From an optimization exercise on the open Yosys and OpenROAD flow, aimed at small area, a short achievable clock period and few clock cycles per item; shortcuts taken in it are not production practice. The RTL was checked by simulation tests, not by an equivalence proof against the original design.

pine:
## aesCore
module aesCore
(
    input  logic  clk,
    input  logic  rst,
    input  logic  start,
    input  logic  decrypt,
    input  aesPkg::blockT key,
    input  aesPkg::blockT dataIn,
    output logic  ready,
    output logic  done,
    output aesPkg::blockT dataOut
);
    aesPkg::blockT encNext;
    aesPkg::blockT decNext;
    aesPkg::blockT stateReg;
    aesPkg::blockT encLoad;
    aesPkg::blockT decStart;
    aesPkg::blockT keyReg;
    aesPkg::blockT keyNext;
    aesPkg::byteT  rcon;
    logic          keyLoad;
    logic          keyBackward;
    logic          decryptMode;
    aesController controller (
        .clk         (clk),
        .rst         (rst),
        .start       (start),
        .decrypt     (decrypt),
        .encNext     (encNext),
        .decNext     (decNext),
        .encLoad     (encLoad),
        .decStart    (decStart),
        .keyNext     (keyNext),
        .stateOut    (stateReg),
        .keyOut      (keyReg),
        .rcon        (rcon),
        .keyLoad     (keyLoad),
        .keyBackward (keyBackward),
        .decryptMode (decryptMode),
        .ready       (ready),
        .done        (done)
    );
    keyExpander expander (
        .useLoad  (keyLoad),
        .backward (keyBackward),
        .rcon     (rcon),
        .keyLoad  (key),
        .keyIn    (keyReg),
        .keyOut   (keyNext)
    );
    cipherRound round (
        .decrypt  (decryptMode),
        .stateIn  (stateReg),
        .roundKey (keyReg),
        .dataIn   (dataIn),
        .key      (key),
        .loadDecrypt (decrypt),
        .encNext  (encNext),
  ...
Size: ~8,900 cells after synthesis, about 390 I/O pins, ~0.061 mm² of cells after synthesis.
==> flow/config.mk <==
export PLATFORM = sky130hd
export DESIGN_NAME = aesCore
export DESIGN_NICKNAME = aesCore
export VERILOG_FILES = /design/flow/design.v
export SDC_FILE = /design/flow/constraint.sdc
export NUM_CORES = 8
export LEC_CHECK = 0
export CAP_MARGIN = 20
export CORE_MARGIN = 2
export CORE_UTILIZATION = 55
export PLACE_DENSITY = 0.65
export SLEW_MARGIN = 20
==> flow/constraint.sdc <==
create_clock -name core_clock -period 10.0 [get_ports {clk}]
set_input_delay 2.0000 -clock core_clock [delete_from_list [all_inputs] [get_ports {clk}]]
set_output_delay 2.0000 -clock core_clock [all_outputs]
set_load 0.01 [all_outputs]
standard.sh (not shown) runs the stock make flow with config.mk's settings and CLKGATE_MAP_FILE= SYNTH_SCRIPT=/design/flow/synth_recipe.tcl, a recipe that flattens the netlist after the stock synthesis.
==> flow/flow/run.sh <==
#!/bin/bash
# Layout flow: the standard flow (standard.sh) with these changes:
#  - synthesis maps the logic with ABC through flow/abc.script (area-oriented
#    mapping that keeps the XOR structure, then fanout buffering) instead of
#    ORFS's default script, and without delay cells; everything else in
#    synthesis is the standard flow's own synth_recipe.tcl;
#  - ports are buffered with sky130_fd_sc_hd__buf_1;
#  - timing repair aims at a setup slack margin of PRE_MARGIN ns (below) up to
#    clock tree synthesis and of POST_MARGIN ns after it.
# Each step's output goes to a log file in this folder (synth.log,
# place_cts.log, route_finish.log); ORFS's per-step logs are under orfs/logs/.
set -euo pipefail
work=$(pwd)
PRE_MARGIN=1.5
POST_MARGIN=0
abc_script=$work/flow/abc.script
dont_use="sky130_fd_sc_hd__clkdlybuf4s15_1 sky130_fd_sc_hd__clkdlybuf4s15_2 sky130_fd_sc_hd__clkdlybuf4s18_1 sky130_fd_sc_hd__clkdlybuf4s18_2 sky130_fd_sc_hd__clkdlybuf4s25_1 sky130_fd_sc_hd__clkdlybuf4s25_2 sky130_fd_sc_hd__clkdlybuf4s50_1 sky130_fd_sc_hd__clkdlybuf4s50_2 sky130_fd_sc_hd__dlygate4sd1_1 sky130_fd_sc_hd__dlygate4sd2_1 sky130_fd_sc_hd__dlygate4sd3_1 sky130_fd_sc_hd__dlymetal6s2s_1 sky130_fd_sc_hd__dlymetal6s4s_1 sky130_fd_sc_hd__dlymetal6s6s_1"
{
  echo "# synth_recipe.tcl with ABC run through $abc_script and without delay cells"
  echo 'proc abc {args} {'
  echo '  set i [lsearch -exact $args -script]'
  echo "  if {\$i >= 0} { lset args [expr {\$i + 1}] {$abc_script} }"
  echo "  foreach c {$dont_use} { lappend args -dont_use \$c }"
  echo '  yosys abc {*}$args'
  echo '}'
  cat "$work/synth_recipe.tcl"
} > "$work/flow_synth.tcl"
ports="BUFFER_PORTS_ARGS=-buffer_cell sky130_fd_sc_hd__buf_1"
bash "$work/standard.sh" synth SYNTH_SCRIPT="$work/flow_synth.tcl" > "$work/synth.log" 2>&1
bash "$work/standard.sh" cts "$ports" SETUP_SLACK_MARGIN=$PRE_MARGIN > "$work/place_cts.log" 2>&1
bash "$work/standard.sh" finish "$ports" SETUP_SLACK_MARGIN=$POST_MARGIN > "$work/route_finish.log" 2>&1
==> flow/flow/abc.script <==
strash
dch
map -a
topo
stime -c
buffer -c
Testbench counts of pine, summed over its fixed seeds: cycles 11,340, items 768.
Input changes introduced in birch (baseline for comparison: pine):
diff --git a/flow/flow/run.sh b/flow/flow/run.sh
--- a/flow/flow/run.sh
+++ b/flow/flow/run.sh
@@ -2,5 +2,5 @@
 # Layout flow: the standard flow (standard.sh) with these changes:
 #  - synthesis maps the logic with ABC through flow/abc.script (area-oriented
-#    mapping that keeps the XOR structure, then fanout buffering) instead of
+#    &nf mapping after choice computation, then fanout buffering) instead of
 #    ORFS's default script, and without delay cells; everything else in
 #    synthesis is the standard flow's own synth_recipe.tcl;
@@ -12,5 +12,5 @@
 set -euo pipefail
 work=$(pwd)
-PRE_MARGIN=1.5
+PRE_MARGIN=2
 POST_MARGIN=0
 abc_script=$work/flow/abc.script
==> flow/flow/abc.script <==
strash
&get -n
&st
&dch
&nf -R 1000
&put
topo
stime -c
buffer -c
diff --git a/flow/config.mk b/flow/config.mk
--- a/flow/config.mk
+++ b/flow/config.mk
@@ -11,2 +11,3 @@
 export PLACE_DENSITY = 0.65
 export SLEW_MARGIN = 20
+export TNS_END_PERCENT = 30
Results
STATUS wire length of the first global-routing pass: birch wins against pine
Against pine, maximum frequency in birch rose by a few percent.
pine vs birch, standard cell with the maximum stage delay on the critical path: a31oi_2 vs a21oi_1
When birch is measured against pine, its number of signal-net inverters in the final layout turns out 842 lower.
Cell area | birch vs pine | birch larger
Route | birch vs pine | wire shorter in birch
Compared with pine, birch shows a share of the clock period used by the worst path that is 4.8 points lower.
Compared with pine, birch shows a lower number of multi-input combinational cells.
controller.stateReg[105] as the first element of the critical path was reported by pine, and controller.stateReg[61] by birch.
Net total in the final layout for birch is lower than for pine.

[separate check: timing with driven ports]
The results above use ideal ports. As a check the final layouts listed here were re-extracted and re-timed, cells and wires unchanged. Step 1 sets driving cells, clkbuf_16 on the clock port and buf_2 on the other inputs (assumed; they add their load-dependent delay and slew). Step 2 adds t to the input delays and takes it off the output delays; t is the mean of the earliest and latest rising clock arrival at the registers after step 1. Input paths then give back, and output paths get back, about the clock's delay inside the block. a / b / c = ideal / step 1 / step 2; a / b = the first two.
run	t, ns	slack for setup (ns)	pins driven straight from the clock port
pine	0.676	1.184 / 1.162 / 1.177	1
birch	0.650	1.667 / 1.602 / 1.587	1
After both steps setup and hold are still met in every run listed. The setup slack of birch, which loses most, moves by -0.065 ns with the drivers and by -0.080 ns with both steps.
